Source: an optimization exercise on an open RTL-to-GDS flow (aim: small area, a short achievable clock period and few clock cycles per item). Production flows keep margins and buffers that such runs may drop. In this exercise RTL edits were held to simulation tests only and were not proved equivalent to the original.

==> design/flow/design.v <==
`timescale 1ns / 1ps
package esc_pkg;
  localparam int EPOCH_W = 32;
  localparam int TZ_W    = 5;
endpackage
`timescale 1ns / 1ps
module esc_ctrl #(
  parameter int STAGES = 4
) (
  input  logic              clk,
  input  logic              rst_n,
  input  logic              in_valid,
  output logic              in_ready,
  output logic              out_valid,
  input  logic              out_ready,
  output logic              adv          
);
  logic [STAGES-1:0] v_r;
  assign out_valid = v_r[STAGES-1];
  assign adv       = !v_r[STAGES-1] || out_ready;
  assign in_ready  = adv;
  always_ff @(posedge clk) begin
    if (!rst_n) begin
      v_r <= '0;
    end else if (adv) begin
      v_r <= {v_r[STAGES-2:0], in_valid};
    end
  end
endmodule
`timescale 1ns / 1ps
module esc_datapath (
  input  logic                            clk,
  input  logic                            rst_n,
  input  logic                            cfg_wr_en,
  input  logic signed [esc_pkg::TZ_W-1:0] cfg_wr_data,
  input  logic [esc_pkg::EPOCH_W-1:0]     in_epoch_seconds,
  input  logic                            adv,
  output logic                            out_valid_res,
  output logic [5:0]                      out_second,
  output logic [5:0]                      out_minute,
  output logic [4:0]                      out_hour,
  output logic [4:0]                      out_day_of_month,
  output logic [3:0]                      out_month,
  output logic [11:0]                     out_year,
  output logic [2:0]                      out_weekday,
  output logic [8:0]                      out_day_of_year
);
  localparam logic signed [esc_pkg::TZ_W-1:0] TZ_RESET = 5'sd3;
  localparam logic [15:0] DAY_2100_MAR = 16'd47541;
  function automatic logic [7:0] cell15(input logic [3:0] r, input logic [3:0] e);
    logic [4:0] t;
    logic       w;
    t = {1'b0, r} + {1'b0, e};
    w = t[4] | (&t[3:0]);
    cell15 = {t[3:0] + {3'b000, w}, r + {3'b000, w}};
  endfunction
  function automatic logic [3:0] cell3(input logic [1:0] r, input logic [1:0] e);
    logic [3:0] v;
    v = {r, e};
    cell3[3] = (v[3] & !v[1] & !v[0]) |
        (v[2] & !v[1] & v[0]) |
        (v[3] & v[1] & v[0]) |
        (!v[3] & !v[2] & v[1] & !v[0]);
    cell3[2] = (v[2] & !v[1] & !v[0]) |
        (v[3] & v[1] & !v[0]) |
        (v[2] & v[1] & v[0]) |
        (!v[3] & !v[2] & !v[1] & v[0]);
    cell3[1] = (v[3]) |
        (v[2] & v[1]);
    cell3[0] = (v[3] & v[1]) |
        (v[2] & !v[1]) |
        (v[3] & v[0]) |
        (!v[2] & v[1] & v[0]);
  endfunction
  function automatic logic [8:0] mstart(input logic [3:0] m);
    case (m)
      4'd0:    mstart = 9'd0;
      4'd1:    mstart = 9'd31;
      4'd2:    mstart = 9'd61;
      4'd3:    mstart = 9'd92;
      4'd4:    mstart = 9'd122;
      4'd5:    mstart = 9'd153;
      4'd6:    mstart = 9'd184;
      4'd7:    mstart = 9'd214;
      4'd8:    mstart = 9'd245;
      4'd9:    mstart = 9'd275;
      4'd10:   mstart = 9'd306;
      default: mstart = 9'd337;
    endcase
  endfunction
  logic signed [esc_pkg::TZ_W-1:0] tz_r;
  always_ff @(posedge clk) begin
    if (!rst_n) begin
      tz_r <= TZ_RESET;
    end else if (cfg_wr_en) begin
      tz_r <= cfg_wr_data;
    end
  end
  logic [7:0] c0_w;
  assign c0_w = cell15(4'd0, in_epoch_seconds[31:28]);
  logic [23:0] s0_a;      
  logic [3:0]  s0_r1;     
  logic        s0_r2;     
  logic [3:0]  s0_lo;
  logic [4:0]  s0_tz;
  always_ff @(posedge clk) begin
    if (adv) begin
      s0_a  <= in_epoch_seconds[27:4];
      s0_r1 <= c0_w[7:4];
      s0_r2 <= c0_w[0];
      s0_lo <= in_epoch_seconds[3:0];
      s0_tz <= tz_r;
    end
  end
  logic [7:0] c15_w, c14_w, c13_w, c25_w, c24_w;
  assign c15_w = cell15(s0_r1, s0_a[23:20]);
  assign c14_w = cell15(c15_w[7:4], s0_a[19:16]);
  assign c13_w = cell15(c14_w[7:4], s0_a[15:12]);
  assign c25_w = cell15({3'b000, s0_r2}, c15_w[3:0]);
  assign c24_w = cell15(c25_w[7:4], c14_w[3:0]);
  logic [11:0] s1_a;      
  logic [3:0]  s1_r1;
  logic [3:0]  s1_q1;     
  logic [3:0]  s1_r2;
  logic [4:0]  s1_q2;     
  logic [3:0]  s1_lo;
  logic [4:0]  s1_tz;
  always_ff @(posedge clk) begin
    if (adv) begin
      s1_a  <= s0_a[11:0];
      s1_r1 <= c13_w[7:4];
      s1_q1 <= c13_w[3:0];
      s1_r2 <= c24_w[7:4];
      s1_q2 <= {c25_w[0], c24_w[3:0]};
      s1_lo <= s0_lo;
      s1_tz <= s0_tz;
    end
  end
  logic [7:0]  c12_w, c11_w, c10_w, c23_w, c22_w, c21_w;
  logic [21:8] h0hi_w;
  logic [1:0]  r3a [4:11];
  logic [21:8] q3hi_w;
  assign c12_w = cell15(s1_r1, s1_a[11:8]);
  assign c11_w = cell15(c12_w[7:4], s1_a[7:4]);
  assign c10_w = cell15(c11_w[7:4], s1_a[3:0]);
  assign c23_w = cell15(s1_r2, s1_q1);
  assign c22_w = cell15(c23_w[7:4], c12_w[3:0]);
  assign c21_w = cell15(c22_w[7:4], c11_w[3:0]);
  assign h0hi_w = {1'b0, s1_q2, c23_w[3:0], c22_w[3:0]};
  always_comb begin
    r3a[11] = 2'd0;
    for (int k = 10; k >= 4; k--) {r3a[k], q3hi_w[2*k +: 2]} = cell3(r3a[k+1], h0hi_w[2*k +: 2]);
  end
  logic [3:0]  s2_q1;     
  logic [3:0]  s2_r2;
  logic [3:0]  s2_q2;     
  logic [1:0]  s2_r3;
  logic [10:0] s2_q3;     
  logic [3:0]  s2_r1;
  logic [3:0]  s2_lo;
  logic [4:0]  s2_tz;
  always_ff @(posedge clk) begin
    if (adv) begin
      s2_q1 <= c10_w[3:0];
      s2_r2 <= c21_w[7:4];
      s2_q2 <= c21_w[3:0];
      s2_r3 <= r3a[4];
      s2_q3 <= q3hi_w[18:8];
      s2_r1 <= c10_w[7:4];
      s2_lo <= s1_lo;
      s2_tz <= s1_tz;
    end
  end
  logic [7:0]  c20_w;
  logic [7:0]  h0lo_w;
  logic [1:0]  r3b [0:4];
  logic [7:0]  q3lo_w;
  logic [4:0]  hod_w;
  logic signed [6:0] h_w;
  logic        up_w;
  logic        dn_w;
  logic [4:0]  hour_w;
  logic [5:0]  x_w;
  logic [1:0]  mlo_w;
  logic [3:0]  xr_w;
  logic        c_w;
  assign c20_w  = cell15(s2_r2, s2_q1);
  assign h0lo_w = {s2_q2, c20_w[3:0]};
  always_comb begin
    r3b[4] = s2_r3;
    for (int k = 3; k >= 0; k--) {r3b[k], q3lo_w[2*k +: 2]} = cell3(r3b[k+1], h0lo_w[2*k +: 2]);
  end
  logic [3:0] lm3a_w, lm3b_w, k_w;
  assign lm3a_w = cell3(2'd0, {1'b0, c20_w[2]});
  assign lm3b_w = cell3(lm3a_w[3:2], c20_w[1:0]);              
  assign k_w    = cell3({r3b[0][0], r3b[0][1]}, lm3b_w[3:2]);   
  assign hod_w  = {k_w[3:2], c20_w[2:0]};
  assign h_w    = 7'(hod_w) + 7'(signed'(s2_tz));
  assign up_w   = (h_w >= 7'sd24);
  assign dn_w   = h_w[6];
  assign hour_w = up_w ? 5'(h_w - 7'sd24) : dn_w ? 5'(h_w + 7'sd24) : 5'(h_w);
  assign x_w   = {s2_r1, s2_lo[3:2]};
  assign mlo_w = 2'(x_w / 6'd15);
  assign xr_w  = 4'(x_w % 6'd15);
  logic [15:0] d0_w;
  assign d0_w = {s2_q3, q3lo_w[7:3]};
  assign c_w  = (d0_w >= DAY_2100_MAR + 16'd1) || (d0_w == DAY_2100_MAR && !dn_w) ||
                (d0_w == DAY_2100_MAR - 16'd1 && up_w);
  logic [15:0] s3_d0;
  logic        s3_up;
  logic        s3_dn;
  logic        s3_c;
  logic [4:0]  s3_hour;
  logic        s3_neg;
  logic [5:0]  s3_min;
  logic [5:0]  s3_sec;
  always_ff @(posedge clk) begin
    if (adv) begin
      s3_d0   <= d0_w;
      s3_up   <= up_w;
      s3_dn   <= dn_w;
      s3_c    <= c_w;
      s3_hour <= hour_w;
      s3_neg  <= dn_w && (d0_w == 16'd0);
      s3_min  <= {c20_w[7:4], mlo_w};
      s3_sec  <= {xr_w, s2_lo[1:0]};
    end
  end
  logic [20:0] ybias_w;
  logic [20:0] p_w;
  logic [5:0]  ws_w;
  logic [3:0]  ws2_w;
  logic [2:0]  wd_w;
  always_comb begin
    case ({s3_c, s3_up, s3_dn})
      3'b001:  ybias_w = 21'd15045;
      3'b010:  ybias_w = 21'd15089;
      3'b101:  ybias_w = 21'd15066;
      3'b100:  ybias_w = 21'd15089;
      3'b110:  ybias_w = 21'd15111;
      default: ybias_w = 21'd15067;
    endcase
  end
  assign p_w = 21'({s3_d0, 5'd0}) - 21'({s3_d0, 3'd0}) - 21'({s3_d0, 1'b0})
             + 21'(s3_d0[15:1]) - 21'(s3_d0[15:4]) - 21'(s3_d0[15:7])
             - 21'(s3_d0[15:10]) - 21'(s3_d0[15:12]) + ybias_w;
  assign ws_w  = 6'(s3_d0[2:0]) + 6'(s3_d0[5:3]) + 6'(s3_d0[8:6]) + 6'(s3_d0[11:9])
               + 6'(s3_d0[14:12]) + 6'(s3_d0[15]) + 6'd4 + 6'(s3_up) - 6'(s3_dn);
  assign ws2_w = 4'(ws_w[2:0]) + 4'(ws_w[5:3]);
  assign wd_w  = (ws2_w >= 4'd7) ? 3'(ws2_w - 4'd7) : ws2_w[2:0];
  logic [7:0]  s4_y;
  logic [8:0]  s4_d;      
  logic [2:0]  s4_wd;
  logic [4:0]  s4_hour;
  logic        s4_neg;
  logic [5:0]  s4_min;
  logic [5:0]  s4_sec;
  always_ff @(posedge clk) begin
    if (adv) begin
      s4_y    <= p_w[20:13];
      s4_d    <= s3_d0[8:0] + 9'(s3_up) - 9'(s3_dn) + 9'(s3_c);
      s4_wd   <= wd_w;
      s4_hour <= s3_hour;
      s4_neg  <= s3_neg;
      s4_min  <= s3_min;
      s4_sec  <= s3_sec;
    end
  end
  logic [8:0]  dm_w;
  logic [3:0]  mp_w;
  assign dm_w = s4_d + 9'd159 + 9'({s4_y, 7'd0}) + 9'({s4_y, 4'd0}) + 9'({s4_y, 1'b0})
              + 9'(s4_y) - 9'(s4_y[7:2]);
  always_comb begin
    mp_w = 4'd0;
    for (int m = 1; m < 12; m++) begin
      if (dm_w >= mstart(4'(m))) mp_w = 4'(m);
    end
  end
  logic [7:0]  s5_y;
  logic [8:0]  s5_dm;
  logic [3:0]  s5_mp;
  logic [2:0]  s5_wd;
  logic [4:0]  s5_hour;
  logic        s5_neg;
  logic [5:0]  s5_min;
  logic [5:0]  s5_sec;
  always_ff @(posedge clk) begin
    if (adv) begin
      s5_y    <= s4_y;
      s5_dm   <= dm_w;
      s5_mp   <= mp_w;
      s5_wd   <= s4_wd;
      s5_hour <= s4_hour;
      s5_neg  <= s4_neg;
      s5_min  <= s4_min;
      s5_sec  <= s4_sec;
    end
  end
  logic        j_w;
  logic        leap_w;
  assign j_w    = (s5_mp >= 4'd10);
  assign leap_w = (s5_y[1:0] == 2'b00) && (s5_y[7:2] != 6'd33);
  assign out_valid_res    = !s5_neg;
  assign out_second       = s5_neg ? 6'd0  : s5_sec;
  assign out_minute       = s5_neg ? 6'd0  : s5_min;
  assign out_hour         = s5_neg ? 5'd0  : s5_hour;
  assign out_day_of_month = s5_neg ? 5'd0  : 5'(s5_dm - mstart(s5_mp)) + 5'd1;
  assign out_month        = s5_neg ? 4'd0  : j_w ? s5_mp - 4'd10 : s5_mp + 4'd2;
  assign out_year         = s5_neg ? 12'd0 : 12'd1968 + 12'(s5_y) + 12'(j_w);
  assign out_weekday      = s5_neg ? 3'd0  : s5_wd;
  assign out_day_of_year  = s5_neg ? 9'd0  : j_w ? s5_dm - 9'd306 : s5_dm + 9'd59 + 9'(leap_w);
endmodule
`timescale 1ns / 1ps
module epoch_seconds_to_calendar_unit (
  input  logic                            clk,
  input  logic                            rst_n,
  input  logic                            cfg_wr_en,
  input  logic signed [esc_pkg::TZ_W-1:0] cfg_wr_data,
  input  logic                            in_valid,
  output logic                            in_ready,
  input  logic [esc_pkg::EPOCH_W-1:0]     in_epoch_seconds,
  output logic                            out_valid,
  input  logic                            out_ready,
  output logic                            out_valid_res,
  output logic [5:0]                      out_second,
  output logic [5:0]                      out_minute,
  output logic [4:0]                      out_hour,
  output logic [4:0]                      out_day_of_month,
  output logic [3:0]                      out_month,
  output logic [11:0]                     out_year,
  output logic [2:0]                      out_weekday,
  output logic [8:0]                      out_day_of_year
);
  logic adv;
  esc_ctrl #(.STAGES(6)) u_ctrl (
    .clk       (clk),
    .rst_n     (rst_n),
    .in_valid  (in_valid),
    .in_ready  (in_ready),
    .out_valid (out_valid),
    .out_ready (out_ready),
    .adv       (adv)
  );
  esc_datapath u_datapath (
    .clk              (clk),
    .rst_n            (rst_n),
    .cfg_wr_en        (cfg_wr_en),
    .cfg_wr_data      (cfg_wr_data),
    .in_epoch_seconds (in_epoch_seconds),
    .adv              (adv),
    .out_valid_res    (out_valid_res),
    .out_second       (out_second),
    .out_minute       (out_minute),
    .out_hour         (out_hour),
    .out_day_of_month (out_day_of_month),
    .out_month        (out_month),
    .out_year         (out_year),
    .out_weekday      (out_weekday),
    .out_day_of_year  (out_day_of_year)
  );
endmodule
==> design/flow/run.sh <==
#!/bin/bash
# synth_recipe.tcl (not shown) runs the flow's synth.tcl, then flattens the netlist and writes it again
# the make line also repeats each setting of config.mk as NAME=value (left out here)
make -C /OpenROAD-flow-scripts/flow DESIGN_CONFIG=/design/flow/config.mk WORK_HOME=/design/flow/orfs CLKGATE_MAP_FILE= SYNTH_SCRIPT=/design/flow/synth_recipe.tcl finish
==> design/flow/config.mk <==
export PLATFORM = sky130hd
export DESIGN_NAME = epoch_seconds_to_calendar_unit
export DESIGN_NICKNAME = epoch_seconds_to_calendar_unit
export VERILOG_FILES = /design/flow/design.v
export SDC_FILE = /design/flow/constraint.sdc
export NUM_CORES = 4
export LEC_CHECK = 0
export CAP_MARGIN = 20
export CORE_MARGIN = 2
export CORE_UTILIZATION = 40
export SETUP_SLACK_MARGIN = 4.3
export SLEW_MARGIN = 20
==> design/flow/constraint.sdc <==
create_clock -name core_clock -period 10.0 [get_ports {clk}]
set_input_delay 2.0000 -clock core_clock [delete_from_list [all_inputs] [get_ports {clk}]]
set_output_delay 2.0000 -clock core_clock [all_outputs]
set_load 0.01 [all_outputs]
==> results of run 1 <==
[routing by layer]
metal | vias up | GRT usage | routed length, um
li1 | 5649 | - | -
met3 | 46 | 0.02010 | 1148
met2 | 211 | 0.2501 | 15980
met4 | 0 | 0.03379 | 702
met1 | 5347 | 0.1684 | 13380
met5 | - | 0 | 0
[per-stage QoR]
stage	instance area (sq um)	utilization	instances	setup slack (ns)
after floorplan	17840	-	1539	3.184
after global placement	19410	0.4398	2198	3.609
after detailed placement	19410	0.4398	2198	3.558
after CTS	20390	0.4621	2254	4.324
after global routing	20660	0.4683	2264	4.240
final	20660	0.4683	2264	4.438
[synthesized netlist by cell type, drive strengths merged (7+ instances only)]
master,instances,area share
nand3,42,0.012
xor2,54,0.028
and3,8,0.0028
clkbuf,22,0.0046
buf,11,0.0035
nor2,80,0.017
nand2b,11,0.0039
edfxtp,231,0.39
inv,192,0.040
ha,218,0.15
a211oi,12,0.0053
o21bai,10,0.0042
o21a,7,0.0029
xnor2,89,0.044
o21ai,42,0.012
nand4,10,0.0035
a31oi,10,0.0035
nor2b,41,0.014
o211ai,9,0.0038
a21o,31,0.013
nor3,24,0.0067
mux2i,18,0.010
fa,111,0.12
dfxtp,11,0.012
nand2,70,0.015
a21oi,73,0.021
[worst paths after layout]
path / from / end / depth (start not counted)
hold reg to reg: u_datapath.s4_hour[4] / u_datapath.s5_hour[4] / 0
setup / recovery: out_ready / in_ready / 4
setup reg to reg: u_datapath.s0_r1[0] / u_datapath.s1_q1[2] / 24
hold / removal: u_datapath.s4_hour[4] / u_datapath.s5_hour[4] / 0
[kinds of logic after synthesis]
logic type	count (synthesis)	synth area share
compound gates	258	0.09812
xor+xnor	143	0.07136
fa+ha+maj	330	0.2784
buf+inv	225	0.04860
flops	242	0.4017
mux	24	0.01391
simple gates	317	0.08786
[layout make-up]
| class | count | area, sq um |
|---|---|---|
| clock inverter | 23 | 232.7 |
| inverter | 192 | 724.4 |
| timing repair buffer | 111 | 1069 |
| timing repair inverter | 2 | 12.51 |
| fill | 4067 | 23460 |
| clock buffer | 30 | 729.5 |
| multi-input combinational | 1072 | 9998 |
| tap | 592 | 740.7 |
| sequential | 242 | 7157 |
[state kept, by name (all words and copies together), names as in the netlist, 5 cells and up]
register / count
u_datapath.s5_sec: 6
u_datapath.s3_d0: 16
u_datapath.s5_dm: 9
u_datapath.s4_hour: 5
u_datapath.s3_min: 6
u_datapath.s0_a: 24
u_datapath.s5_hour: 5
u_datapath.s4_d: 9
u_ctrl.v_r: 6
u_datapath.s4_sec: 6
u_datapath.s3_hour: 5
u_datapath.s0_tz: 5
u_datapath.s4_y: 8
u_datapath.s2_q3: 11
u_datapath.s1_q2: 5
u_datapath.s1_a: 12
u_datapath.s2_tz: 5
u_datapath.s5_min: 6
u_datapath.s4_min: 6
u_datapath.s5_y: 8
u_datapath.s3_sec: 6
u_datapath.s1_tz: 5
u_datapath.tz_r: 5
[layout by cell type (no fill, tap or decap), drive strengths merged, types with 5 or more instances in the layout]
master | Yosys | routed
a211oi | 12 | 12
a21o | 31 | 31
a21oi | 73 | 73
a31oi | 10 | 10
and3 | 8 | 8
buf | 11 | 17
clkbuf | 22 | 30
clkdlybuf4s50 | 0 | 94
clkinv | 0 | 10
clkinvlp | 0 | 6
dfxtp | 11 | 11
edfxtp | 231 | 231
fa | 111 | 111
ha | 218 | 218
inv | 192 | 198
mux2 | 6 | 6
mux2i | 18 | 18
nand2 | 70 | 70
nand2b | 11 | 11
nand3 | 42 | 42
nand3b | 6 | 6
nand4 | 10 | 10
nor2 | 80 | 80
nor2b | 41 | 41
nor3 | 24 | 24
o211ai | 9 | 9
o21a | 7 | 7
o21ai | 42 | 42
o21bai | 10 | 10
o221ai | 6 | 6
o22ai | 5 | 5
o31ai | 6 | 6
or3 | 5 | 5
xnor2 | 89 | 89
xor2 | 54 | 54
[timing repair]
| action | CTS | global route |
|---|---|---|
| gates resized for setup | 1 | 31 |
| setup buffers | 1 | 10 |
| pin swaps | 0 | 5 |
| cloned | 2 | 0 |
| endpoints found under the setup margin | 2 | 38 |
[critical path, cell delays in order]
cell and delay, ns:
clkdlybuf4s50_1 0.44, nor2b_4 0.42, clkinvlp_4 0.19, clkdlybuf4s50_1 0.50
==> results.cfg, run 1 <==
[setup_path]
r2r_setup_slack_ns = 4.54
cp_max_fo = 9
end_kind = output port
cp.required_ns = 8.00
worstPathArrival_ns = 3.56
crit_type = primary input to output port
worst_setup_path_start_kind = primary input

[global_route]
grtUsageTotal = 0.1365
grt_pass1_wl_um = 53380
antenna_found_initial = 0
grt.overflow.total = 0
first_global_vias = 11312
grt_max_degree = 85

[clock_tree]
insertion_delay_ns = 0.56
cts_inserted_buffers = 29
root_buffer = clkbuf_16
ctsHoldBuffers = 0
clk_pin_slew_ns = 0.06
htreeDepth = 1
clockBufferDepth = 3
cts_tree = built
clock-sinks = 242

[cells_and_area]
n_antenna_cell = 0
drive_gt1_frac = 0.07117
synthToLayoutAreaGrowth_pct = 15.99
layout.nets = 2021

[sta]
setup_tns_ns = 0
finalSetupViolCount = 0
skew_ns = 0.01627
fmax_mhz = 179.8
layout_min_cycle_time_ns = 5.562
hold_slack_ns = 0.4135
maxSlewViolCount = 0
fin_crit_sh = 0.5562
hold_viol = 0
worst_pin_slew_ns = 1.011
relSlewSlack = 0.3257
rsz0062_at_grt = false

[yosys]
synth.avg_cell_area_sq_um = 11.58
netlist_area_sq_mm = 0.01781
synth_seq_cells = 242
yosysWarnings = 4
synthDistinctLibCells = 79
ys_async_sr_fraction = 0
synth.net_count = 1910
syn_inst = 1539
synthFlopType = edfxtp_1
synth_enable_flop_cells = 231
seq_area_frac_synth = 0.4017

[drt]
dr.pass1.iters = 5
drt_iter0_drc = 543
ant_nets = 0
via_per_inst = 4.970
wl_per_cell_um = 13.78
wl_um = 31210
drc = 0
vias = 11253

[floorplan]
die_area_sq_mm = 0.04624
core_sq_mm = 0.04412
io-pin-count = 95
rows = 77
initial_utilization = 0.4037
fp.dieH_um = 215.0
die_w_um = 215.0

[outcome]
status = complete, no violations

[hold_path]
worstHoldPathType = flip-flop to flip-flop

[placed_design]
place_congestion = 0.8746
portBuffers = 94
hpwl_um = 23710

[flow_run]
maxCapViolations = 0
Testbench counts, summed over its fixed seeds: cycles 2,632, items 2,560.
==> run 2: changes to the inputs <==
--- a/design/flow/config.mk
+++ b/design/flow/config.mk
@@ -8,5 +8,5 @@
 export CAP_MARGIN = 20
 export CORE_MARGIN = 2
 export CORE_UTILIZATION = 40
-export SETUP_SLACK_MARGIN = 4.3
+export SETUP_SLACK_MARGIN = 4.0
 export SLEW_MARGIN = 20
==> run 2 against run 1 <==
Against the previous run: register-to-register slack worse by 0.21 ns; critical path type is now flip-flop to flip-flop; maximum frequency down 1.9%; critical endpoint is now u_datapath.s2_q2[2]; sequential cell count unchanged; critical path depth up 20; final cell count down 0.44%; global-route usage unchanged.
==> results.cfg, run 2 <==
[setup_path]
worstPathArrival_ns = 5.96
cp_common_cell = ha_1
path_cells = ha_1 > fa_1 > xor2_1 > nand3_1 > o21ai_0 > ha_1 > ha_1 > xor2_2 > ha_1 > a21oi_1 > xnor2_1 > nand4_1 > nand2_1 > ha_1 > ha_1 > ha_1 > a21o_1 > a21oi_1 > xnor2_1 > nand4_1 > nand2_1 > ha_1 > ha_1 > xor2_1
cpMaxStageDelayCell = edfxtp_1
cp_max_fo = 4
worst_setup_path_start_kind = flip-flop
cpPeakStageDelay_ns = 0.41
crit_type = flip-flop to flip-flop
cp.required_ns = 10.29
end_kind = flip-flop

[placed_design]
place_congestion = 0.8746
portBuffers = 94
hpwl_um = 23710
placed_area_sq_mm = 0.01941
place_inst = 2198

[cells_and_area]
layout.nets = 2011
layout_commonest_cell = edfxtp_1
largest-register = u_datapath.s0_a
fin_util = 0.4627
largest_reg_flops = 24
synthToLayoutAreaGrowth_pct = 14.61
largestRegisters = u_datapath.s0_a: 24 flops, u_datapath.s3_d0: 16 flops, u_datapath.s1_a: 12 flops
fillers = 4076
fin_cells = 2254
fin_area_sq_mm = 0.02042
n_antenna_cell = 0
final_cell_mix = 231 x edfxtp_1, 218 x ha_1, 191 x inv_1, 111 x fa_1, 94 x clkdlybuf4s50_1
drive_gt1_frac = 0.05114

[sta]
finalSetupViolCount = 0
setup_tns_ns = 0
fin_crit_sh = 0.5672
layout_min_cycle_time_ns = 5.672
rsz0062_at_grt = false
maxSlewViolCount = 0
fmax_mhz = 176.3
worst_pin_slew_ns = 1.002
relSlewSlack = 0.3317
skew_ns = 0.01623
hold_viol = 0

[floorplan]
die_w_um = 215.0
core_sq_mm = 0.04412
io-pin-count = 95
rows = 77
fp.dieH_um = 215.0
initial_utilization = 0.4037
die_area_sq_mm = 0.04624

[yosys]
ys_async_sr_fraction = 0
synthDistinctLibCells = 79
synthFlopType = edfxtp_1
synth_seq_cells = 242
synth.avg_cell_area_sq_um = 11.58
netlist_area_sq_mm = 0.01781
synth.net_count = 1910
seq_area_frac_synth = 0.4017
syn_inst = 1539
synth.most_common_cell = edfxtp_1
netlist_top_cells_area = edfxtp_1 39%, ha_1 15%, fa_1 12%
synth_enable_flop_cells = 231
yosysWarnings = 4
synth_common_cells = 231 x edfxtp_1, 218 x ha_1, 192 x inv_1
netlist.area_leader.share = 0.3894
yosysTopAreaCell = edfxtp_1

[clock_tree]
clockBufferDepth = 3
root_buffer = clkbuf_16
cts_tree = built
insertion_delay_ns = 0.56
clk_pin_slew_ns = 0.06
htreeDepth = 1
cts_inserted_buffers = 29
ctsHoldBuffers = 0
clock-sinks = 242

[drt]
vias = 11198
drc = 0
drt_iter0_drc = 512
wl_per_cell_um = 13.70
via_per_inst = 4.968
wl_um = 30870
ant_nets = 0
dr.pass1.iters = 5

[global_route]
busiest_layer = met2
grt_pass1_wl_um = 53380
first_global_vias = 11312
use_met2 = 0.2501
use_met3 = 0.02010
grt.overflow.total = 0
grt_max_degree = 85
antenna_found_initial = 0
grtUsageTotal = 0.1365
grt_use_met1 = 0.1684

[flow_run]
maxCapViolations = 0

[outcome]
status = complete, no violations

[hold_path]
worstHoldPathType = flip-flop to flip-flop
[run 2: cell counts after synthesis]
Identical to the previous run, type by type.
[run 2: through the flow]
step           setup slack, ns  hold slack, ns
2_1_floorplan            3.184          0.4003
3_3_place_gp             3.609          0.4006
3_5_place_dp             3.558          0.4045
4_1_cts                  4.265          0.4170
5_1_grt                  4.007          0.4176
6_report                 4.328          0.4144
[run 2: per-layer routing]
layer  wire length, um  up-vias
li1                  -     5639
met1             13310     5330
met2             15700      188
met3              1171       41
met4               687        0
met5                 0        -
[run 2: cell families after synthesis]
| logic type | Yosys count | synth area share |
|---|---|---|
| flops | 242 | 0.4017 |
| simple gates | 317 | 0.08786 |
| xor+xnor | 143 | 0.07136 |
| buf+inv | 225 | 0.04860 |
| mux | 24 | 0.01391 |
| compound gates | 258 | 0.09812 |
| fa+ha+maj | 330 | 0.2784 |
[run 2: final cells by class]
type                            instances  area, sq um  share of cell area
Sequential cell                       242         7157              0.3505
Timing Repair Buffer                  101        993.5             0.04866
Timing Repair inverter                  2        12.51           0.0006128
Multi-Input combinational cell       1072         9827              0.4813
Tap cell                              592        740.7             0.03628
Clock inverter                         23        232.7             0.01140
Clock buffer                           30        729.5             0.03573
Inverter                              192        724.4             0.03548
[run 2: final timing paths]
check	startpoint	endpoint	slack, ns	cells past startpoint
worst min register to register	u_datapath.s4_min[5]	u_datapath.s5_min[5]	0.41	0
worst max-delay path	u_datapath.s1_r2[0]	u_datapath.s2_q2[2]	4.33	24
worst min-delay path	u_datapath.s4_min[5]	u_datapath.s5_min[5]	0.41	0
worst max register to register	u_datapath.s1_r2[0]	u_datapath.s2_q2[2]	4.33	24
[run 2: critical path, delay by kind of cell (launching register included)]
| family | cells | cell delay [ns] |
|---|---|---|
| AOI/OAI and AO/OA | 4 | 0.77 |
| DFF | 1 | 0.41 |
| and+or+nand+nor | 5 | 0.53 |
| xor gates and xnor gates | 5 | 1.05 |
| adders and majority gates | 10 | 2.64 |
[run 2: what timing repair did]
item / 4_1_cts / 5_1_grt
setup endpoints to repair: 1 / 5
hold endpoints to repair: 0 / 0
buffers inserted: 1 / 0
gates resized for setup: 0 / 5
cloned: 2 / 0
==> run 3: changes to the inputs <==
--- a/design/flow/config.mk
+++ b/design/flow/config.mk
@@ -8,5 +8,5 @@
 export CAP_MARGIN = 20
 export CORE_MARGIN = 2
 export CORE_UTILIZATION = 40
-export SETUP_SLACK_MARGIN = 4.0
+export SETUP_SLACK_MARGIN = 4.7
 export SLEW_MARGIN = 20
==> run 3 against run 2 <==
Against the previous run: area after synthesis unchanged; worst setup slack improved by 0.49 ns; non-clock buffer count increased by 57; via count increased by 2.6%; maximum frequency increased by 9.4%; die area unchanged; critical path depth decreased by 20; sequential cell count unchanged; final cell count increased by 2.5%; critical endpoint is now in_ready.
==> results.cfg, run 3 <==
[clock_tree]
clk_pin_slew_ns = 0.06
insertion_delay_ns = 0.56
root_buffer = clkbuf_16
htreeDepth = 1
cts_inserted_buffers = 29
clockBufferDepth = 3
clock-sinks = 242
cts_tree = built
ctsHoldBuffers = 0

[yosys]
synth_compound_area_frac = 0.09812
synth_fa_ha_area_frac = 0.2784
ys_async_sr_fraction = 0
synth.avg_cell_area_sq_um = 11.58
synth_enable_flop_cells = 231
synthMuxAreaShare = 0.01391
synthXorXnorAreaFrac = 0.07136
synth_seq_cells = 242
synth.net_count = 1910
netlist_area_sq_mm = 0.01781
synthDistinctLibCells = 79
synth.most_common_cell = edfxtp_1
synthFlopType = edfxtp_1
synth_common_cells = 231 x edfxtp_1, 218 x ha_1, 192 x inv_1
netlist_top_cells_area = edfxtp_1 39%, ha_1 15%, fa_1 12%
syn_inst = 1539
yosysTopAreaCell = edfxtp_1
yosys.area_share.simple = 0.08786
seq_area_frac_synth = 0.4017
yosysWarnings = 4
netlist.area_leader.share = 0.3894
synth_top_family_by_area = adder cells

[outcome]
status = complete, no violations

[setup_path]
r2r-start = u_datapath.s3_up
critPathLaunch = out_ready
cp.required_ns = 8.00
cp_max_fo = 2
worst_setup_path_start_kind = primary input
worstPathArrival_ns = 3.18
ff2ff_path_depth = 21
end_kind = output port
crit_type = primary input to output port

[floorplan]
die_area_sq_mm = 0.04624
die_w_um = 215.0
core_sq_mm = 0.04412
initial_utilization = 0.4037
io-pin-count = 95
fp.dieH_um = 215.0
rows = 77

[cells_and_area]
layout_commonest_cell = edfxtp_1
largest_reg_flops = 24
n_antenna_cell = 0
largestRegisters = u_datapath.s0_a: 24 flops, u_datapath.s3_d0: 16 flops, u_datapath.s1_a: 12 flops
drive_gt1_frac = 0.1489
largest-register = u_datapath.s0_a
layout.nets = 2068
synthToLayoutAreaGrowth_pct = 21.72
final_cell_mix = 231 x edfxtp_1, 183 x inv_1, 175 x ha_1, 100 x fa_1, 89 x clkdlybuf4s50_1

[global_route]
grt_max_degree = 85
grtUsageTotal = 0.1384
grt_pass1_wl_um = 54110
grt.overflow.total = 0
first_global_vias = 11477
antenna_found_initial = 0

[sta]
relSlewSlack = 0.3324
layout_min_cycle_time_ns = 5.184
setup_tns_ns = 0
rsz0062_at_grt = true
worst_pin_slew_ns = 1.001
fmax_mhz = 192.9
finalSetupViolCount = 0
fin_crit_sh = 0.5184
hold_viol = 0
maxSlewViolCount = 0
skew_ns = 0.01690

[drt]
wl_met1_um = 13820
wl_um = 32720
wl_met3_um = 1150
dr.pass1.iters = 5
wl_per_cell_um = 14.16
maxUsedRoutingLayer = met4
route.met2.wl_um = 16950
via_per_inst = 4.974
drc = 0
drt_iter0_drc = 497
vias = 11494
ant_nets = 0

[hold_path]
worstHoldPathType = flip-flop to flip-flop
hold_start = u_datapath.s4_min[5]
whs_path_depth = 0

[placed_design]
hpwl_um = 23710
place_congestion = 0.8746
portBuffers = 94

[flow_run]
maxCapViolations = 0
-- run 3: final timing paths --
kind,end,slack [ns]
max,in_ready,4.82
min reg2reg,u_datapath.s5_min[5],0.41
max reg2reg,u_datapath.s4_y[7],4.82
min,u_datapath.s5_min[5],0.41
-- run 3: final cells by class --
cell class,count,area (sq um)
fill,3948,22440
tap,592,740.7
timing repair inverter,2,12.51
sequential,242,7157
clock inverter,23,232.7
inverter,192,726.9
timing repair buffer,158,1426
clock buffer,30,729.5
multi-input combinational,1072,10660
-- run 3: metrics by stage --
step                      area (sq um)  hold slack (ns)  setup slack (ns)  utilization  cells
after floorplan                  17840           0.4003             3.184            -   1539
after detailed placement         19410           0.4045             3.558       0.4398   2198
final                            21680           0.4144             4.816       0.4914   2311
after global placement           19410           0.4006             3.609       0.4398   2198
after global routing             21680           0.4176             4.598       0.4914   2311
after CTS                        20790           0.4170             4.702       0.4711   2272
-- run 3: what timing repair did --
action / 4_1_cts / 5_1_grt
buffers inserted: 19 / 39
resized for setup: 49 / 108
gates cloned: 2 / 0
hold endpoints to repair: 0 / 0
pin swaps: 9 / 70
setup endpoints to repair: 54 / 46
-- run 3: metal layers --
metal | global-route usage | vias to the layer above
li1 | - | 5735
met1 | 0.1696 | 5518
met2 | 0.2550 | 189
met3 | 0.02024 | 52
met4 | 0.03425 | 0
met5 | 0 | -
-- run 3: logic make-up after synthesis --
logic type | after synthesis
AOI/OAI and AO/OA | 258
buffers and inverters | 225
adders and majority gates | 330
and+or+nand+nor | 317
DFF | 242
muxes | 24
xor gates and xnor gates | 143
-- run 3: critical path, cell delays in order --
cell and delay (ns):
clkdlybuf4s50_1 0.44, nor2b_4 0.16, clkinvlp_4 0.10, clkdlybuf4s50_1 0.48
==> run 4: changes to the inputs <==
--- a/design/flow/config.mk
+++ b/design/flow/config.mk
@@ -8,5 +8,5 @@
 export CAP_MARGIN = 20
 export CORE_MARGIN = 2
 export CORE_UTILIZATION = 40
-export SETUP_SLACK_MARGIN = 4.7
+export SETUP_SLACK_MARGIN = 4.5
 export SLEW_MARGIN = 20
==> run 4 against run 3 <==
Against the previous run: still clean on timing, DRC and antenna; first-iteration DRC count is 0.40% higher; final cell count is 1.2% lower; global-route usage is 0.14 points lower; largest cell class unchanged.
==> results.cfg, run 4 <==
[outcome]
status = complete, no violations

[cells_and_area]
largest-register = u_datapath.s0_a
layout.nets = 2040
largest_reg_flops = 24
fin_cells = 2283
largestRegisters = u_datapath.s0_a: 24 flops, u_datapath.s3_d0: 16 flops, u_datapath.s1_a: 12 flops
final_cell_mix = 231 x edfxtp_1, 204 x ha_1, 188 x inv_1, 104 x fa_1, 93 x clkdlybuf4s50_1
n_antenna_cell = 0
synthToLayoutAreaGrowth_pct = 17.74
drive_gt1_frac = 0.09639
layout_commonest_cell = edfxtp_1

[setup_path]
end_kind = output port
worst_setup_path_start_kind = flip-flop
r2r_end = u_datapath.s1_q1[2]
critPathLaunch = u_datapath.s5_mp[1]
r2r_setup_slack_ns = 4.73
ff2ff_path_depth = 24
worstPathArrival_ns = 3.32
crit_type = flip-flop to output port
cp_max_fo = 4
r2r-start = u_datapath.s0_r1[0]
critPathCapture = out_day_of_month[4]
cp.required_ns = 8.00

[sta]
relSlewSlack = 0.3308
maxSlewViolCount = 0
layout_min_cycle_time_ns = 5.316
rsz0062_at_grt = false
skew_ns = 0.01556
finalSetupViolCount = 0
setup_tns_ns = 0
worst_pin_slew_ns = 1.004
fin_crit_sh = 0.5316
fmax_mhz = 188.1
hold_viol = 0

[drt]
wl_um = 31440
wl_per_cell_um = 13.77
via_per_inst = 4.983
drc = 0
vias = 11376
ant_nets = 0
drt_iter0_drc = 499
dr.pass1.iters = 5

[floorplan]
initial_utilization = 0.4037
io-pin-count = 95
die_area_sq_mm = 0.04624
die_w_um = 215.0
fp.dieH_um = 215.0
rows = 77
core_sq_mm = 0.04412

[clock_tree]
clockBufferDepth = 3
ctsHoldBuffers = 0
cts_tree = built
root_buffer = clkbuf_16
insertion_delay_ns = 0.56
cts_inserted_buffers = 29
clk_pin_slew_ns = 0.06
clock-sinks = 242
htreeDepth = 1

[yosys]
seq_area_frac_synth = 0.4017
synth.net_count = 1910
netlist_top_cells_area = edfxtp_1 39%, ha_1 15%, fa_1 12%
yosysTopAreaCell = edfxtp_1
synth.avg_cell_area_sq_um = 11.58
syn_inst = 1539
synth_common_cells = 231 x edfxtp_1, 218 x ha_1, 192 x inv_1
synthFlopType = edfxtp_1
netlist_area_sq_mm = 0.01781
synth.most_common_cell = edfxtp_1
synth_enable_flop_cells = 231
netlist.area_leader.share = 0.3894
synth_seq_cells = 242
yosysWarnings = 4
ys_async_sr_fraction = 0
synthDistinctLibCells = 79

[global_route]
grt_pass1_wl_um = 53500
grtUsageTotal = 0.1370
grt_max_degree = 85
grt.overflow.total = 0
first_global_vias = 11317
antenna_found_initial = 0

[placed_design]
place_inst = 2198
portBuffers = 94
place_congestion = 0.8746
hpwl_um = 23710

[flow_run]
maxCapViolations = 0

[hold_path]
worstHoldPathType = flip-flop to flip-flop
run 4: cell counts after synthesis:
No cell type changed its count.
run 4: what timing repair did:
| action | CTS | global route |
|---|---|---|
| pin swaps | 3 | 17 |
| cloned | 2 | 0 |
| setup buffers | 4 | 26 |
| gates resized for setup | 16 | 49 |
| setup endpoints to repair | 29 | 46 |
run 4: worst min-delay path by stage:
| stage | from | to | slack [ns] | cells after the start |
|---|---|---|---|---|
| 2_1_floorplan | u_datapath.s0_a[0] | u_datapath.s1_a[0] | 0.40 | 0 |
| 3_3_place_gp | u_datapath.s1_lo[0] | u_datapath.s2_lo[0] | 0.40 | 0 |
| 3_5_place_dp | u_datapath.s0_a[10] | u_datapath.s1_a[10] | 0.40 | 0 |
| 4_1_cts | u_datapath.s4_min[5] | u_datapath.s5_min[5] | 0.42 | 0 |
| 5_1_grt | u_datapath.s4_hour[4] | u_datapath.s5_hour[4] | 0.42 | 0 |
| 6_report | u_datapath.s4_min[5] | u_datapath.s5_min[5] | 0.41 | 0 |
run 4: area by class of cell:
type | count | area (sq um)
repair inverters | 2 | 12.51
flip-flops and latches | 242 | 7157
clock buffers | 30 | 729.5
well taps | 592 | 740.7
inverters | 192 | 726.9
multi-input cells | 1072 | 10160
fillers | 4034 | 23150
repair buffers | 130 | 1214
clock inverters | 23 | 232.7
run 4: metal layers:
layer,global-route usage,vias up,part of all wire
met5,0,-,0
met4,0.03379,0,0.022
met3,0.02010,45,0.038
met2,0.2513,188,0.52
met1,0.1687,5448,0.42
li1,-,5695,-
run 4: through the flow:
step                      cell area, sq um  hold slack (ns)  worst slack, ns  utilization
after floorplan                      17840           0.4003            3.184            -
after global placement               19410           0.4006            3.609       0.4398
after detailed placement             19410           0.4045            3.558       0.4398
after CTS                            20490           0.4170            4.436       0.4643
after global routing                 20980           0.4176            4.450       0.4754
final                                20980           0.4144            4.684       0.4754
run 4: worst max-delay path, stage by stage (launching register included):
cell             delay, ns
edfxtp_1              0.43
inv_1                 0.16
ha_1                  0.28
mux2i_1               0.16
o31a_1                0.16
ha_1                  0.19
inv_1                 0.05
ha_1                  0.27
a21o_1                0.18
a21oi_1               0.17
xnor2_1               0.09
nor2_1                0.09
clkdlybuf4s50_1       0.55
run 4: logic make-up after synthesis:
group,count (synthesis),share of synthesized area
compound gates,258,0.09812
simple gates,317,0.08786
mux,24,0.01391
buf+inv,225,0.04860
flops,242,0.4017
xor+xnor,143,0.07136
fa+ha+maj,330,0.2784
==> run 5: changes to the inputs <==
--- a/design/flow/config.mk
+++ b/design/flow/config.mk
@@ -7,6 +7,7 @@
 export LEC_CHECK = 0
 export CAP_MARGIN = 20
 export CORE_MARGIN = 2
-export CORE_UTILIZATION = 40
+export CORE_UTILIZATION = 60
+export PLACE_DENSITY = 0.75
 export SETUP_SLACK_MARGIN = 4.5
 export SLEW_MARGIN = 20
==> run 5 against run 4 <==
Against the previous run: count of clock-buffer cells in the layout rose by 1; synthesized cell count did not move; worst setup slack got worse by 0.054 ns; global-route usage rose by 6.8 points; final area fell by 2.1%; final cell count fell by 9.6%; clock skew rose by 0.0041 ns; critical path depth rose by 13; non-clock buffer count fell by 13; critical endpoint is now u_datapath.s2_q2[2]; hold slack improved by 0.00058 ns.
==> results.cfg, run 5 <==
[outcome]
status = complete, no violations

[yosys]
netlist_area_sq_mm = 0.01781
ys_async_sr_fraction = 0
synth_seq_cells = 242
yosysWarnings = 4
synth.net_count = 1910
netlist_top_cells_area = edfxtp_1 39%, ha_1 15%, fa_1 12%
syn_inst = 1539
yosysTopAreaCell = edfxtp_1
synthFlopType = edfxtp_1
synth_common_cells = 231 x edfxtp_1, 218 x ha_1, 192 x inv_1
synthDistinctLibCells = 79
synth.avg_cell_area_sq_um = 11.58
synth.most_common_cell = edfxtp_1
netlist.area_leader.share = 0.3894
synth_enable_flop_cells = 231
seq_area_frac_synth = 0.4017

[global_route]
grt_max_degree = 97
grtUsageTotal = 0.2047
antenna_found_initial = 0
first_global_vias = 11473
grt.overflow.total = 0
grt_pass1_wl_um = 52560

[clock_tree]
clk_pin_slew_ns = 0.06
insertion_delay_ns = 0.55
root_buffer = clkbuf_16
cts_tree = built
htreeDepth = 1
clock-sinks = 242
cts_inserted_buffers = 27
ctsHoldBuffers = 0
clockBufferDepth = 3

[cells_and_area]
largest-register = u_datapath.s0_a
fillers = 2067
multi_input_area_sq_mm = 0.01012
n_antenna_cell = 0
layout.nets = 2023
synthToLayoutAreaGrowth_pct = 15.23
seq_area_sq_mm = 0.007157
largestRegisters = u_datapath.s0_a: 24 flops, u_datapath.s3_d0: 16 flops, u_datapath.s1_a: 12 flops
largest_reg_flops = 24
drive_gt1_frac = 0.08189
final_cell_mix = 231 x edfxtp_1, 208 x ha_1, 189 x inv_1, 106 x fa_1, 92 x clkdlybuf4s50_1
fin_cells = 2063
layout_commonest_cell = edfxtp_1

[setup_path]
cp.required_ns = 10.28
crit_type = flip-flop to flip-flop
worstPathArrival_ns = 5.65
cp_max_fo = 4
end_kind = flip-flop
worst_setup_path_start_kind = flip-flop
cpMaxStageDelayCell = edfxtp_1
cpPeakStageDelay_ns = 0.43
ff2ff_path_depth = 25
cp_common_cell = ha_1

[drt]
ant_nets = 0
wl_um = 31820
drc = 0
wl_met1_um = 13150
via_per_inst = 5.580
vias = 11511
drt_iter0_drc = 548
dr.pass1.iters = 5
wl_met3_um = 1317
wl_per_cell_um = 15.42
maxUsedRoutingLayer = met4
route.met2.wl_um = 16540

[floorplan]
fp.dieH_um = 176.3
io-pin-count = 95
rows = 63
die_area_sq_mm = 0.03109
initial_utilization = 0.6059
core_sq_mm = 0.02940
die_w_um = 176.3

[sta]
layout_min_cycle_time_ns = 5.370
maxSlewViolCount = 0
skew_ns = 0.01966
fin_crit_sh = 0.5370
rsz0062_at_grt = false
setup_tns_ns = 0
finalWorstSetupSlack_ns = 4.630
hold_viol = 0
finalSetupViolCount = 0
relSlewSlack = 0.3562
hold_slack_ns = 0.4149
worst_pin_slew_ns = 0.9658
fmax_mhz = 186.2

[hold_path]
worstHoldPathType = flip-flop to flip-flop
whs_path_depth = 0

[placed_design]
place_inst = 1996
place_worst_setup_slack_ns = 4.336
place_congestion = 0.9103
portBuffers = 94
hpwl_um = 23660

[flow_run]
maxCapViolations = 0
-- run 5: through the flow --
step / area, sq um / util
floorplan: 17840 / -
detailed placement: 19150 / 0.6515
CTS: 20240 / 0.6885
global placement: 19150 / 0.6515
global route: 20530 / 0.6982
finish: 20530 / 0.6982
-- run 5: cell type report --
class                   instances  share of cell area
flip-flops and latches        242              0.3487
clock buffers                  31             0.03365
well taps                     390             0.02377
clock inverters                19             0.01091
inverters                     192             0.03529
repair buffers                117             0.05468
multi-input cells            1072              0.4931
-- run 5: kinds of logic after synthesis --
group / count (synthesis) / share of synthesized area
AOI/OAI and AO/OA: 258 / 0.09812
adders and majority gates: 330 / 0.2784
muxes: 24 / 0.01391
xor gates and xnor gates: 143 / 0.07136
and+or+nand+nor: 317 / 0.08786
buffers and inverters: 225 / 0.04860
DFF: 242 / 0.4017
-- run 5: worst paths after layout --
check	start	to	slack, ns
hold reg to reg	u_datapath.s4_sec[5]	u_datapath.s5_sec[5]	0.41
setup reg to reg	u_datapath.s1_r1[1]	u_datapath.s2_q2[2]	4.63
hold / removal	u_datapath.s4_sec[5]	u_datapath.s5_sec[5]	0.41
setup / recovery	u_datapath.s1_r1[1]	u_datapath.s2_q2[2]	4.63
-- run 5: what timing repair did --
action | CTS | global route
pin swaps | 3 | 6
buffers inserted | 5 | 12
endpoints found under the setup margin | 22 | 47
gates cloned | 0 | 0
gates resized for setup | 19 | 38
-- run 5: routing by layer --
layer | GRT usage | vias to the layer above
li1 | - | 5660
met1 | 0.2512 | 5528
met3 | 0.02864 | 67
met4 | 0.05647 | 0
met2 | 0.3771 | 256
met5 | 0 | -
-- run 5: critical path: cells and delay by family, from the launching register on --
kind | cells | cell delay [ns]
AND/OR/NAND/NOR | 6 | 0.72
AO/OA/AOI/OAI | 6 | 1.06
flip-flops | 1 | 0.43
adder cells (fa/ha/maj) | 9 | 2.27
XOR/XNOR | 4 | 0.61
==> run 6: changes to the inputs <==
==> design/flow/flow/run.sh (new file) <==
#!/bin/bash
set -e
bash standard.sh "BUFFER_PORTS_ARGS=-buffer_cell sky130_fd_sc_hd__buf_1" finish > standard.log 2>&1
==> design/flow/standard.sh (new file) <==
#!/bin/bash
# synth_recipe.tcl (not shown) runs the flow's synth.tcl, then flattens the netlist and writes it again
# the make line also repeats each setting of config.mk as NAME=value (left out here)
make -C /OpenROAD-flow-scripts/flow DESIGN_CONFIG=/design/flow/config.mk WORK_HOME=/design/flow/orfs CLKGATE_MAP_FILE= SYNTH_SCRIPT=/design/flow/synth_recipe.tcl "${@:-finish}"
--- a/design/flow/config.mk
+++ b/design/flow/config.mk
@@ -7,7 +7,6 @@
 export LEC_CHECK = 0
 export CAP_MARGIN = 20
 export CORE_MARGIN = 2
-export CORE_UTILIZATION = 60
-export PLACE_DENSITY = 0.75
+export CORE_UTILIZATION = 40
 export SETUP_SLACK_MARGIN = 4.5
 export SLEW_MARGIN = 20
removed: design/flow/run.sh
==> run 6 against run 5 <==
Against the previous run: via count down 2.4%; critical path depth fell by 1; non-clock buffer count grew 3; synthesized cell count stayed put; first-iteration DRC count fell by 26%; global-route usage decreased by 6.6 points; register-to-register slack about the same; critical endpoint is now u_datapath.s1_q2[2]; still clean.
==> results.cfg, run 6 <==
[outcome]
status = complete, no violations

[sta]
finalSetupViolCount = 0
finalWorstSetupSlack_ns = 4.642
maxSlewViolCount = 0
layout_min_cycle_time_ns = 5.358
fmax_mhz = 186.7
rsz0062_at_grt = true
setup_tns_ns = 0
fin_crit_sh = 0.5358
relSlewSlack = 0.3053
hold_viol = 0
worst_pin_slew_ns = 1.042
skew_ns = 0.03169

[drt]
drc = 0
dr.pass1.iters = 4
vias = 11234
wl_per_cell_um = 14.03
ant_nets = 0
wl_um = 31830
drt_iter0_drc = 407
via_per_inst = 4.951

[clock_tree]
cts_inserted_buffers = 28
clockBufferDepth = 3
clk_pin_slew_ns = 0.06
root_buffer = clkbuf_16
htreeDepth = 1
cts_tree = built
insertion_delay_ns = 0.55
clock-sinks = 242

[yosys]
synthDistinctLibCells = 79
synth.most_common_cell = edfxtp_1
syn_inst = 1539
netlist.area_leader.share = 0.3894
yosys.area_share.simple = 0.08786
synth_compound_area_frac = 0.09812
netlist_top_cells_area = edfxtp_1 39%, ha_1 15%, fa_1 12%
synthXorXnorAreaFrac = 0.07136
synth_enable_flop_cells = 231
synth_top_family_by_area = adder cells
synthFlopType = edfxtp_1
seq_area_frac_synth = 0.4017
synth_common_cells = 231 x edfxtp_1, 218 x ha_1, 192 x inv_1
synthMuxAreaShare = 0.01391
yosysTopAreaCell = edfxtp_1
synth_fa_ha_area_frac = 0.2784
netlist_area_sq_mm = 0.01781
yosysWarnings = 4
synth.net_count = 1910
synth_seq_cells = 242
ys_async_sr_fraction = 0
synth.avg_cell_area_sq_um = 11.58

[setup_path]
crit_type = flip-flop to flip-flop
critPathLaunch = u_datapath.s0_r1[0]
cp.required_ns = 10.30
cp_max_fo = 4
r2r-start = u_datapath.s0_r1[0]
worst_setup_path_start_kind = flip-flop
end_kind = flip-flop
r2r_setup_slack_ns = 4.64
r2r_end = u_datapath.s1_q2[2]
ff2ff_path_depth = 24
worstPathArrival_ns = 5.66
critPathCapture = u_datapath.s1_q2[2]

[floorplan]
fp.dieH_um = 215.0
die_w_um = 215.0
rows = 77
initial_utilization = 0.4037
io-pin-count = 95
core_sq_mm = 0.04412
die_area_sq_mm = 0.04624

[cells_and_area]
drive_gt1_frac = 0.08825
largestRegisters = u_datapath.s0_a: 24 flops, u_datapath.s3_d0: 16 flops, u_datapath.s1_a: 12 flops
layout_commonest_cell = edfxtp_1
final_cell_mix = 231 x edfxtp_1, 200 x ha_1, 189 x inv_1, 104 x fa_1, 94 x buf_1
largest-register = u_datapath.s0_a
largest_reg_flops = 24
n_antenna_cell = 0
fin_area_sq_mm = 0.02030
layout.nets = 2028
synthToLayoutAreaGrowth_pct = 13.97

[placed_design]
placed_area_sq_mm = 0.01882
place_congestion = 0.8689
place_worst_setup_slack_ns = 4.385
hpwl_um = 24460
portBuffers = 94

[flow_run]
maxCapViolations = 0

[global_route]
grt_pass1_wl_um = 54390
grt.overflow.total = 0
grt_max_degree = 87
grtUsageTotal = 0.1392
antenna_found_initial = 0
first_global_vias = 11582

[hold_path]
worstHoldPathType = flip-flop to flip-flop
[run 6: changes by cell type in the layout (fill, tap and decap cells not counted), moves of 3 or more]
cell             change
ha_2                 +6
buf_4                +4
clkinv_2             -4
clkinvlp_4           +3
clkdlybuf4s50_1     -92
ha_1                 -8
buf_1               +94
[run 6: cell type report]
type                            count  area [sq um]
Tap cell                          592         740.7
Timing Repair Buffer              120         548.0
Fill cell                        4103         23820
Clock inverter                     16         231.5
Sequential cell                   242          7157
Clock buffer                       34         723.2
Inverter                          192         730.7
Multi-Input combinational cell   1072         10160
Timing Repair inverter              1         7.507
[run 6: worst min-delay path by stage]
stage | from | to | slack (ns) | cells past startpoint
2_1_floorplan | u_datapath.s0_a[0] | u_datapath.s1_a[0] | 0.40 | 0
3_3_place_gp | u_datapath.s1_lo[0] | u_datapath.s2_lo[0] | 0.40 | 0
3_5_place_dp | u_datapath.s0_a[3] | u_datapath.s1_a[3] | 0.40 | 0
4_1_cts | u_datapath.s4_hour[2] | u_datapath.s5_hour[2] | 0.42 | 0
5_1_grt | u_datapath.s0_a[4] | u_datapath.s1_a[4] | 0.42 | 0
6_report | u_datapath.s3_sec[5] | u_datapath.s4_sec[5] | 0.42 | 0
[run 6: worst max-delay path, stage by stage, from the launching register on]
cell	delay [ns]
edfxtp_1	0.40
ha_2	0.22
fa_2	0.44
a21o_1	0.19
a21oi_1	0.15
nand2_1	0.11
ha_1	0.24
ha_4	0.30
inv_1	0.06
fa_2	0.39
xor2_2	0.22
nor2_2	0.06
nand3_1	0.09
nand3b_1	0.16
ha_1	0.25
ha_1	0.34
ha_1	0.29
a21o_1	0.15
a21oi_1	0.17
xnor2_1	0.12
nand4_1	0.10
nand2_1	0.09
ha_1	0.22
ha_1	0.19
xor2_1	0.15
[run 6: kinds of logic after synthesis]
kind of cell | after synthesis
AOI/OAI and AO/OA | 258
muxes | 24
xor gates and xnor gates | 143
DFF | 242
adders and majority gates | 330
and+or+nand+nor | 317
buffers and inverters | 225
[run 6: metal layers]
| layer | vias up | share of wire | global-route usage |
|---|---|---|---|
| li1 | 5663 | - | - |
| met1 | 5370 | 0.44 | 0.1756 |
| met5 | - | 0 | 0 |
| met3 | 50 | 0.028 | 0.01925 |
| met2 | 151 | 0.51 | 0.2521 |
| met4 | 0 | 0.023 | 0.03310 |
[run 6: through the flow]
stage               hold WS, ns  instances    util
floorplan                0.4003       1539       -
global placement         0.4009       2198  0.4265
detailed placement       0.4045       2198  0.4265
CTS                      0.4180       2251  0.4510
global route             0.4222       2269  0.4601
finish                   0.4158       2269  0.4601
[run 6: what timing repair did]
action,CTS,global route
buffers inserted,2,18
resized for setup,16,50
gates cloned,1,0
hold buffers,0,0
pin swaps,4,15
endpoints found under the hold margin,0,0
setup endpoints to repair,17,44
==> run 7: changes to the inputs <==
--- a/design/flow/design.v
+++ b/design/flow/design.v
@@ -206,7 +206,11 @@
   assign d0_w = {s2_q3, q3lo_w[7:3]};
   assign c_w  = (d0_w >= DAY_2100_MAR + 16'd1) || (d0_w == DAY_2100_MAR && !dn_w) ||
                 (d0_w == DAY_2100_MAR - 16'd1 && up_w);
+  logic [9:0]  ys_w;
+  assign ys_w = 10'(s2_q3[10:1]) - 10'(s2_q3[10:3]) - 10'(s2_q3[10:5])
+              + 10'(s2_q3[10:7]) + 10'd8;
   logic [15:0] s3_d0;
+  logic [7:0]  s3_ye;
   logic        s3_up;
   logic        s3_dn;
   logic        s3_c;
@@ -217,6 +221,7 @@
   always_ff @(posedge clk) begin
     if (adv) begin
       s3_d0   <= d0_w;
+      s3_ye   <= ys_w[9:2];
       s3_up   <= up_w;
       s3_dn   <= dn_w;
       s3_c    <= c_w;
@@ -226,30 +231,19 @@
       s3_sec  <= {xr_w, s2_lo[1:0]};
     end
   end
-  logic [20:0] ybias_w;
-  logic [20:0] p_w;
+  logic [9:0]  dme_w;
   logic [5:0]  ws_w;
   logic [3:0]  ws2_w;
   logic [2:0]  wd_w;
-  always_comb begin
-    case ({s3_c, s3_up, s3_dn})
-      3'b001:  ybias_w = 21'd15045;
-      3'b010:  ybias_w = 21'd15089;
-      3'b101:  ybias_w = 21'd15066;
-      3'b100:  ybias_w = 21'd15089;
-      3'b110:  ybias_w = 21'd15111;
-      default: ybias_w = 21'd15067;
-    endcase
-  end
-  assign p_w = 21'({s3_d0, 5'd0}) - 21'({s3_d0, 3'd0}) - 21'({s3_d0, 1'b0})
-             + 21'(s3_d0[15:1]) - 21'(s3_d0[15:4]) - 21'(s3_d0[15:7])
-             - 21'(s3_d0[15:10]) - 21'(s3_d0[15:12]) + ybias_w;
+  assign dme_w = s3_d0[9:0] + 10'd671 + 10'(s3_up) - 10'(s3_dn) + 10'(s3_c)
+               - {s3_ye, 8'd0} - {1'b0, s3_ye, 7'd0} + {2'b00, s3_ye, 4'd0}
+               + {1'b0, s3_ye, 1'b0} + 10'(s3_ye) - 10'(s3_ye[7:2]);
   assign ws_w  = 6'(s3_d0[2:0]) + 6'(s3_d0[5:3]) + 6'(s3_d0[8:6]) + 6'(s3_d0[11:9])
                + 6'(s3_d0[14:12]) + 6'(s3_d0[15]) + 6'd4 + 6'(s3_up) - 6'(s3_dn);
   assign ws2_w = 4'(ws_w[2:0]) + 4'(ws_w[5:3]);
   assign wd_w  = (ws2_w >= 4'd7) ? 3'(ws2_w - 4'd7) : ws2_w[2:0];
-  logic [7:0]  s4_y;
-  logic [8:0]  s4_d;      
+  logic [7:0]  s4_y;      
+  logic [9:0]  s4_dm;     
   logic [2:0]  s4_wd;
   logic [4:0]  s4_hour;
   logic        s4_neg;
@@ -257,8 +251,8 @@
   logic [5:0]  s4_sec;
   always_ff @(posedge clk) begin
     if (adv) begin
-      s4_y    <= p_w[20:13];
-      s4_d    <= s3_d0[8:0] + 9'(s3_up) - 9'(s3_dn) + 9'(s3_c);
+      s4_y    <= s3_ye;
+      s4_dm   <= dme_w;
       s4_wd   <= wd_w;
       s4_hour <= s3_hour;
       s4_neg  <= s3_neg;
@@ -266,10 +260,13 @@
       s4_sec  <= s3_sec;
     end
   end
+  logic        back_w;
+  logic [7:0]  y_w;
   logic [8:0]  dm_w;
   logic [3:0]  mp_w;
-  assign dm_w = s4_d + 9'd159 + 9'({s4_y, 7'd0}) + 9'({s4_y, 4'd0}) + 9'({s4_y, 1'b0})
-              + 9'(s4_y) - 9'(s4_y[7:2]);
+  assign back_w = s4_dm[9];
+  assign y_w    = s4_y - 8'(back_w);
+  assign dm_w   = back_w ? s4_dm[8:0] + 9'd365 + 9'(s4_y[1:0] == 2'b00) : s4_dm[8:0];
   always_comb begin
     mp_w = 4'd0;
     for (int m = 1; m < 12; m++) begin
@@ -286,7 +283,7 @@
   logic [5:0]  s5_sec;
   always_ff @(posedge clk) begin
     if (adv) begin
-      s5_y    <= s4_y;
+      s5_y    <= y_w;
       s5_dm   <= dm_w;
       s5_mp   <= mp_w;
       s5_wd   <= s4_wd;
--- a/design/flow/config.mk
+++ b/design/flow/config.mk
@@ -8,5 +8,7 @@
 export CAP_MARGIN = 20
 export CORE_MARGIN = 2
 export CORE_UTILIZATION = 40
+export CTS_CLUSTER_DIAMETER = 80
+export CTS_CLUSTER_SIZE = 28
 export SETUP_SLACK_MARGIN = 4.5
 export SLEW_MARGIN = 20
==> run 7 against run 6 <==
Against the previous run: synthesized cell count down 5.8%; worst setup slack better by 0.053 ns; critical endpoint is now u_datapath.s2_q2[2]; final area down 7.7%; via count down 5.6%; non-clock buffer count down 1; die area down 6.3%; wire length down 9.6%.
==> results.cfg, run 7 <==
[global_route]
grtUsageTotal = 0.1294
antenna_found_initial = 0
grt_pass1_wl_um = 47930
grt.overflow.total = 0
grt_max_degree = 180

[placed_design]
placed_area_sq_mm = 0.01756
portBuffers = 94
hpwl_um = 21130
place_congestion = 0.8470

[clock_tree]
root_buffer = clkbuf_16
insertion_delay_ns = 0.51
cts_inserted_buffers = 17
cts_tree = built
clockBufferDepth = 3
ctsHoldBuffers = 0
clock-sinks = 251
clk_pin_slew_ns = 0.10

[setup_path]
cp_max_fo = 3
path_buf_inv = 1
worst_setup_path_start_kind = flip-flop
end_kind = flip-flop
worstPathArrival_ns = 5.56
cp.required_ns = 10.26
critPathTopFamily = adder cells
cp_common_cell = ha_1
path_cells = ha_1 > a211o_1 > a21o_1 > o21ai_2 > o31ai_4 > ha_2 > nand2_1 > o22a_1 > a221oi_4 > inv_2 > ha_4 > xnor2_2 > nand4_1 > nand2_1 > ha_2 > ha_1 > fa_2 > a21o_1 > a21oi_1 > nand2_1 > ha_1 > ha_1 > xor2_1
cpMaxStageDelayCell = edfxtp_1
crit_type = flip-flop to flip-flop

[sta]
maxSlewViolCount = 0
fin_crit_sh = 0.5304
layout_min_cycle_time_ns = 5.304
skew_ns = 0.01885
hold_viol = 0
finalSetupViolCount = 0
fmax_mhz = 188.5
worst_pin_slew_ns = 0.9953
setup_tns_ns = 0
rsz0062_at_grt = true

[drt]
wl_per_cell_um = 13.76
drt_iter0_drc = 572
via_per_inst = 5.071
drc = 0
dr.pass1.iters = 5

[yosys]
synth_common_cells = 240 x edfxtp_1, 198 x ha_1, 142 x inv_1
synth.net_count = 1743
seq_area_frac_synth = 0.4456
synthDistinctLibCells = 82
netlist.area_leader.share = 0.4324
yosysWarnings = 4
synth_enable_flop_cells = 240
netlist_area_sq_mm = 0.01667
synth.avg_cell_area_sq_um = 11.50
ys_async_sr_fraction = 0

[cells_and_area]
fin_area_sq_mm = 0.01874
synthToLayoutAreaGrowth_pct = 12.45
drive_gt1_frac = 0.08782
largest_reg_flops = 24
n_antenna_cell = 0
final_cell_mix = 240 x edfxtp_1, 175 x ha_1, 140 x inv_1, 94 x buf_1, 88 x nor2_1
layout_commonest_cell = edfxtp_1
largestRegisters = u_datapath.s0_a: 24 flops, u_datapath.s3_d0: 16 flops, u_datapath.s1_a: 12 flops
largest-register = u_datapath.s0_a

[hold_path]
worstHoldPathType = flip-flop to flip-flop

[floorplan]
initial_utilization = 0.4064
core_sq_mm = 0.04102
io-pin-count = 95
fp.dieH_um = 208.1
die_area_sq_mm = 0.04332

[outcome]
status = complete, no violations
[run 7: layout make-up]
| class | instances | area (sq um) |
|---|---|---|
| Timing Repair Buffer | 119 | 553.0 |
| Inverter | 142 | 536.8 |
| Tap cell | 532 | 665.6 |
| Fill cell | 3747 | 22270 |
| Clock buffer | 17 | 425.4 |
| Sequential cell | 251 | 7427 |
| Clock inverter | 13 | 168.9 |
| Multi-Input combinational cell | 1018 | 8966 |
[run 7: layer usage]
layer  global-route usage  up-vias  share of wire
li1                     -     5373              -
met1               0.1625     4997           0.45
met2               0.2370      200           0.50
met3              0.01525       38          0.029
met4              0.03126        0          0.020
met5                    0        -              0
[run 7: worst paths after layout]
kind | startpoint | end | slack, ns | cells after the start
max | u_datapath.s1_q1[1] | u_datapath.s2_q2[2] | 4.70 | 23
min | u_datapath.s4_hour[2] | u_datapath.s5_hour[2] | 0.42 | 0
max reg2reg | u_datapath.s1_q1[1] | u_datapath.s2_q2[2] | 4.70 | 23
min reg2reg | u_datapath.s4_hour[2] | u_datapath.s5_hour[2] | 0.42 | 0
[run 7: logic make-up (layout without fill, tap and decap cells)]
kind of cell / after synthesis / in the layout / synth area share
compound gates: 253 / 253 / 0.1037
buf+inv: 180 / 291 / 0.04271
xor+xnor: 147 / 147 / 0.07860
flops: 251 / 251 / 0.4456
fa+ha+maj: 253 / 253 / 0.2141
mux: 17 / 17 / 0.01051
simple gates: 348 / 348 / 0.1048
[run 7: per-stage QoR]
stage / utilization / setup slack (ns) / std cells / hold slack (ns)
floorplan: - / 3.087 / 1449 / 0.4003
global placement: 0.4281 / 4.448 / 2041 / 0.4006
detailed placement: 0.4281 / 4.299 / 2041 / 0.4045
CTS: 0.4452 / 4.493 / 2073 / 0.4206
global route: 0.4570 / 4.404 / 2092 / 0.4221
finish: 0.4570 / 4.696 / 2092 / 0.4229
[run 7: what timing repair did]
action,in CTS,in global routing
gates resized for setup,13,54
setup buffers,2,19
hold endpoints to repair,0,0
setup endpoints to repair,11,36
pin swaps,3,21
Testbench counts of run 7, summed over its fixed seeds: cycles 2,632, items 2,560.

-- port drivers added, routing unchanged --
No port has a modelled driver above. Below, the same layouts with a new extraction and two added sets of constraints.
Step 1 assumes that a clkbuf_16 drives the clock port and a buf_2 every other input.
Step 2 moves the port delays by t, midway between the first and last clock arrival at a register: inputs arrive t later, outputs are due t later. That takes back most of the time a late clock gives input paths.
Three values: ideal ports, drivers, drivers and shift; two values: the first two.
| run | t (ns) | setup WS [ns] | slew at the worst register clock pin (ns) | cell pins on the clock port's net |
|---|---|---|---|---|
| run 1 | 0.603 | 4.438 / 4.417 / 4.417 | 0.07 / 0.07 | 1 |
| run 2 | 0.601 | 4.328 / 4.280 / 4.328 | 0.07 / 0.07 | 1 |
| run 3 | 0.602 | 4.816 / 4.794 / 4.794 | 0.07 / 0.07 | 1 |
| run 4 | 0.601 | 4.684 / 4.632 / 4.732 | 0.07 / 0.07 | 1 |
| run 5 | 0.585 | 4.630 / 4.622 / 4.623 | 0.06 / 0.06 | 1 |
| run 6 | 0.593 | 4.642 / 4.642 / 4.642 | 0.06 / 0.06 | 1 |
| run 7 | 0.556 | 4.696 / 4.696 / 4.696 | 0.10 / 0.10 | 1 |
After both steps setup and hold are still met in every run listed. The setup slack of run 3, which loses most, moves by -0.022 ns with the drivers and by -0.022 ns with both steps.
